Source: an optimization exercise on an open RTL-to-GDS flow (aim: small area, a short achievable clock period and few clock cycles per item). Production flows keep margins and buffers that such runs may drop.
Where RTL was checked, it was by simulation tests only, not by an equivalence proof against the original.

job 101:
## fmul_pipe
module fmul_pipe (
    input  logic        clk,
    input  logic        rst,
    input  logic        in_valid,
    output logic        in_ready,
    input  logic [31:0] in_a,
    input  logic [31:0] in_b,
    input  logic [1:0]  in_rm,
    input  logic [3:0]  in_tag,
    output logic        out_valid,
    input  logic        out_ready,
    output logic [31:0] out_res,
    output logic [4:0]  out_flags,
    output logic [3:0]  out_tag
);
clock: 36.0 ns
lec_check: 0
abc_area: 1
cap_margin: 20
core_margin: 2
core_utilization: 65
place_density: 0.85
slew_margin: 20
standard.sh (not shown) runs the stock make flow with config.mk's settings and CLKGATE_MAP_FILE= SYNTH_SCRIPT=/design/flow/synth_recipe.tcl, a recipe that flattens the netlist after the stock synthesis.
==> flow/flow/run.sh <==
#!/bin/bash
# Own layout flow: the standard ORFS flow (standard.sh, unchanged synthesis), with
#  - after synthesis, flow/polarity.py moves inverters off full-adder inputs where that
#    removes inverters (a full adder is self-dual; an XOR and an XNOR swap freely);
#    registers are not touched;
#  - the ports buffered by plain buffers instead of ORFS's default pick, a delay buffer:
#    buf_2, and then buf_1 on the inputs (flow/inbuf.tcl);
#  - clock tree synthesis without dummy loads;
set -euo pipefail
cd "$(dirname "$0")/.."
MARGIN=$(cat flow/margin.txt)
export BUFFER_PORTS_ARGS="-buffer_cell sky130_fd_sc_hd__buf_2"
export PRE_RESIZE_TCL="$PWD/flow/inbuf.tcl"
export SETUP_SLACK_MARGIN=$MARGIN
# Clock tree: larger sink clusters than the default, without dummy loads.
export CTS_ARGS="-sink_clustering_enable -sink_clustering_size 25 -sink_clustering_max_diameter 150 -repair_clock_nets -dont_use_dummy_load"
RES="$PWD/orfs/results/sky130hd/fmul_pipe/base"
bash standard.sh "$RES/1_2_yosys.v" > flow_synth.log 2>&1
cp "$RES/1_2_yosys.v" 1_2_yosys.orig.v
python3 flow/polarity.py 1_2_yosys.orig.v "$RES/1_2_yosys.v" > flow_polarity.log 2>&1
bash standard.sh SETUP_SLACK_MARGIN=$MARGIN finish > flow_make.log 2>&1
==> flow/flow/margin.txt <==
27.75
Other scripts of this flow, unchanged in this note and not shown: flow/flow/inbuf.tcl, flow/flow/polarity.py
Job 101 went all the way through the flow, and no timing, DRC or antenna check failed.
Testbench counts of job 101, summed over its fixed seeds: cycles 32,024, items 32,000.
[inputs] job 102 vs job 101
- swapping 65 for 68 in CORE_UTILIZATION
- clearing PLACE_DENSITY, which used to be 0.85
==> flow/flow/margin.txt <==
27.72
## What came out
Pin count of the biggest net entering global routing: job 101 and job 102 compared, lower one is job 101. Looking at first-iteration DRC count, job 102 sits 1.1% lower than job 101 does. Going from job 101 to job 102, final setup slack of the worst path moved down; non-clock buffer total of the final layout moved up; critical path depth level. Job 102 against job 101.
Changes in job 103 relative to job 102:
- SLEW_MARGIN: 20 -> 0
- CORE_UTILIZATION: 68 -> 65
- CAP_MARGIN: 20 -> 0
==> flow/flow/margin.txt <==
27.75
==> run notes <==
- Job 103 finished end to end and its layout was clean on timing, DRC and antenna.
- The die used by job 103 is larger than the one used by job 102.
- The higher largest net degree at the start of global routing came out of job 103.
- Job 102 → job 103: fill cell total of the finished layout increased by 350 relative to the old numbers; count of mapped cells out of synthesis closely matched the old numbers.
- Comparing job 102 and job 103, the higher met3 demand-to-capacity share in global routing is on job 102.
- Met2 track utilization from global routing delta for job 103 relative to job 102: 3.5 points lower
- In the metrics for job 102 and job 103, the one carrying the lower wire length after detailed routing is job 103.

========
Setup of the reference run:
Another version of the RTL of fmul_pipe (not shown whole).
For scale: ~120 I/O pins, about 25,000 um2 of cells after synthesis.
==> flow/config.mk <==
export PLATFORM = sky130hd
export DESIGN_NAME = fmul_pipe
export DESIGN_NICKNAME = fmul_pipe
export VERILOG_FILES = /design/flow/design.v
export SDC_FILE = /design/flow/constraint.sdc
export NUM_CORES = 4
export LEC_CHECK = 0
export ABC_AREA = 1
export CAP_MARGIN = 20
export CORE_MARGIN = 2
export CORE_UTILIZATION = 70
export SLEW_MARGIN = 20
==> flow/constraint.sdc <==
create_clock -name core_clock -period 36.0 [get_ports {clk}]
set_input_delay 7.2000 -clock core_clock [delete_from_list [all_inputs] [get_ports {clk}]]
set_output_delay 7.2000 -clock core_clock [all_outputs]
set_load 0.01 [all_outputs]
==> flow/flow/run.sh <==
#!/bin/bash
# Own layout flow: the standard ORFS flow (standard.sh, unchanged synthesis), with
#  - after synthesis, flow/polarity.py moves inverters off full-adder inputs where that
#    removes inverters (a full adder is self-dual); registers are not touched;
#  - the ports buffered by a plain buffer instead of ORFS's default pick, a delay buffer;
#  - clock tree synthesis without dummy loads;
set -euo pipefail
cd "$(dirname "$0")/.."
MARGIN=$(cat flow/margin.txt)
export BUFFER_PORTS_ARGS="-buffer_cell sky130_fd_sc_hd__buf_2"
export SETUP_SLACK_MARGIN=$MARGIN
# Clock tree: larger sink clusters than the default, without dummy loads.
export CTS_ARGS="-sink_clustering_enable -sink_clustering_size 25 -sink_clustering_max_diameter 150 -repair_clock_nets -dont_use_dummy_load"
RES="$PWD/orfs/results/sky130hd/fmul_pipe/base"
bash standard.sh "$RES/1_2_yosys.v" > flow_synth.log 2>&1
cp "$RES/1_2_yosys.v" 1_2_yosys.orig.v
python3 flow/polarity.py 1_2_yosys.orig.v "$RES/1_2_yosys.v" > flow_polarity.log 2>&1
bash standard.sh SETUP_SLACK_MARGIN=$MARGIN finish > flow_make.log 2>&1
Other scripts of this flow, unchanged in this note and not shown: flow/flow/margin.txt, flow/flow/polarity.py
The reference run completed every stage of the flow, and the final layout passed the timing, DRC and antenna checks.
Setup changes, the reference run to the trial run
-- flow/flow/run.sh --
<<< the reference run, line 10
export BUFFER_PORTS_ARGS="-buffer_cell sky130_fd_sc_hd__buf_2"
export SETUP_SLACK_MARGIN=$MARGIN
# Clock tree: larger sink clusters than the default, without dummy loads.
export CTS_ARGS="-sink_clustering_enable -sink_clustering_size 25 -sink_clustering_max_diameter 150 -repair_clock_nets -dont_use_dummy_load"
RES="$PWD/orfs/results/sky130hd/fmul_pipe/base"
bash standard.sh "$RES/1_2_yosys.v" > flow_synth.log 2>&1
>>> the trial run, line 10
export BUFFER_PORTS_ARGS="-buffer_cell sky130_fd_sc_hd__buf_2"
export SETUP_SLACK_MARGIN=$MARGIN
# Clock tree: ORFS's default arguments, without dummy loads.
export CTS_ARGS="-sink_clustering_enable -repair_clock_nets -dont_use_dummy_load"
RES="$PWD/orfs/results/sky130hd/fmul_pipe/base"
bash standard.sh "$RES/1_2_yosys.v" > flow_synth.log 2>&1
-- flow/config.mk --
<<< the reference run, line 9
export CAP_MARGIN = 20
export CORE_MARGIN = 2
export CORE_UTILIZATION = 70
export SLEW_MARGIN = 20
>>> the trial run, line 9
export CAP_MARGIN = 20
export CORE_MARGIN = 2
export CORE_UTILIZATION = 60
export SLEW_MARGIN = 20
Results
- Relative to the reference run, first-pass GRT wire length has gone up in the trial run.
- Compared with the reference run, the trial run improves final worst slack.
- Per the comparison of the trial run with the reference run, post-route minimum period decreased 6.9 ps; overall global routing resource usage decreased 4.7 points.
No functional check of the RTL was part of any run of this note.

========
Another version of the RTL of fmul_pipe (not shown whole).
Size: ~2,900 cells after synthesis, about 0.025 sq mm of cells after synthesis.
## fmul_pipe
module fmul_pipe (
    input  logic        clk,
    input  logic        rst,
    input  logic        in_valid,
    output logic        in_ready,
    input  logic [31:0] in_a,
    input  logic [31:0] in_b,
    input  logic [1:0]  in_rm,
    input  logic [3:0]  in_tag,
    output logic        out_valid,
    input  logic        out_ready,
    output logic [31:0] out_res,
    output logic [4:0]  out_flags,
    output logic [3:0]  out_tag
);
Settings: LEC_CHECK=0, ABC_AREA=1, CAP_MARGIN=20, CORE_MARGIN=2, CORE_UTILIZATION=60, SLEW_MARGIN=20; clock period 36.0 ns.
==> flow/flow/run.sh <==
#!/bin/bash
# Own layout flow: the standard ORFS flow (standard.sh, unchanged synthesis), with
#  - after synthesis, flow/polarity.py moves inverters off full-adder inputs where that
#    removes inverters (a full adder is self-dual); registers are not touched;
#  - the ports buffered by a plain buffer instead of ORFS's default pick, a delay buffer;
#  - clock tree synthesis without dummy loads;
set -euo pipefail
cd "$(dirname "$0")/.."
MARGIN=$(cat flow/margin.txt)
export BUFFER_PORTS_ARGS="-buffer_cell sky130_fd_sc_hd__buf_2"
export SETUP_SLACK_MARGIN=$MARGIN
# Clock tree: larger sink clusters than the default, without dummy loads.
export CTS_ARGS="-sink_clustering_enable -sink_clustering_size 25 -sink_clustering_max_diameter 150 -repair_clock_nets -dont_use_dummy_load"
RES="$PWD/orfs/results/sky130hd/fmul_pipe/base"
bash standard.sh "$RES/1_2_yosys.v" > flow_synth.log 2>&1
cp "$RES/1_2_yosys.v" 1_2_yosys.orig.v
python3 flow/polarity.py 1_2_yosys.orig.v "$RES/1_2_yosys.v" > flow_polarity.log 2>&1
bash standard.sh SETUP_SLACK_MARGIN=$MARGIN finish > flow_make.log 2>&1
Other scripts of this flow, unchanged in this note and not shown: flow/flow/margin.txt, flow/flow/polarity.py
The starting point finished clean.
Testbench counts at the start, summed over its fixed seeds: cycles 32,024, items 32,000.
Change:
--- a/flow/flow/run.sh
+++ b/flow/flow/run.sh
@@ -5 +5,2 @@
-#  - the ports buffered by a plain buffer instead of ORFS's default pick, a delay buffer;
+#  - the ports buffered by plain buffers instead of ORFS's default pick, a delay buffer:
+#    buf_1 on the inputs, buf_2 on the outputs (flow/outbuf.tcl);
@@ -10 +11,2 @@
-export BUFFER_PORTS_ARGS="-buffer_cell sky130_fd_sc_hd__buf_2"
+export PRE_GLOBAL_PLACE_TCL="$PWD/flow/outbuf.tcl"
+export BUFFER_PORTS_ARGS="-inputs -buffer_cell sky130_fd_sc_hd__buf_1"
==> flow/flow/outbuf.tcl (new file) <==
# Sourced by ORFS's global_place.tcl (PRE_GLOBAL_PLACE_TCL) just before it buffers the
# ports: the outputs get a plain buffer here; the inputs get theirs from ORFS's own
# buffer_ports call right after (BUFFER_PORTS_ARGS).
buffer_ports -outputs -buffer_cell sky130_fd_sc_hd__buf_2
- The changed run went through all stages and came out clean
- design area goes down by 1.0%
- count of clock-buffer cells in the layout is unchanged
- wire length goes down by about 0.5%
- critical path depth went down by 1

-- separate check: timing with driven ports --
In the flow no input, the clock included, has a driving cell. The finished layouts below were timed again as built, in two steps.
Step 1 sets driving cells, clkbuf_16 on the clock port and buf_2 on the other inputs (assumed; they add their load-dependent delay and slew).
Step 2 moves the port delays by t, midway between the first and last clock arrival at a register: inputs arrive t later, outputs are due t later. That takes back most of the time a late clock gives input paths.
Three values: ideal, step 1, step 2; two values: the first two.
run | shift t [ns] | slack for setup (ns) | worst register clock-pin slew, ns
job 101 | 0.519 | 27.761 / 27.713 / 27.617 | 0.11 / 0.11
job 102 | 0.536 | 27.740 / 27.680 / 27.586 | 0.11 / 0.11
job 103 | 0.540 | 27.718 / 27.657 / 27.634 | 0.10 / 0.10
the reference run | 0.523 | 27.683 / 27.679 / 27.589 | 0.12 / 0.12
the trial run | 0.585 | 27.690 / 27.629 / 27.594 | 0.06 / 0.06
the first run of note 3 | 0.543 | 27.721 / 27.662 / 27.596 | 0.11 / 0.11
the second run of note 3 | 0.536 | 27.847 / 27.791 / 27.674 | 0.10 / 0.10
After both steps every run listed still meets setup and hold. The setup slack of the second run of note 3, which loses most, moves by -0.056 ns with the drivers and by -0.173 ns with both steps.
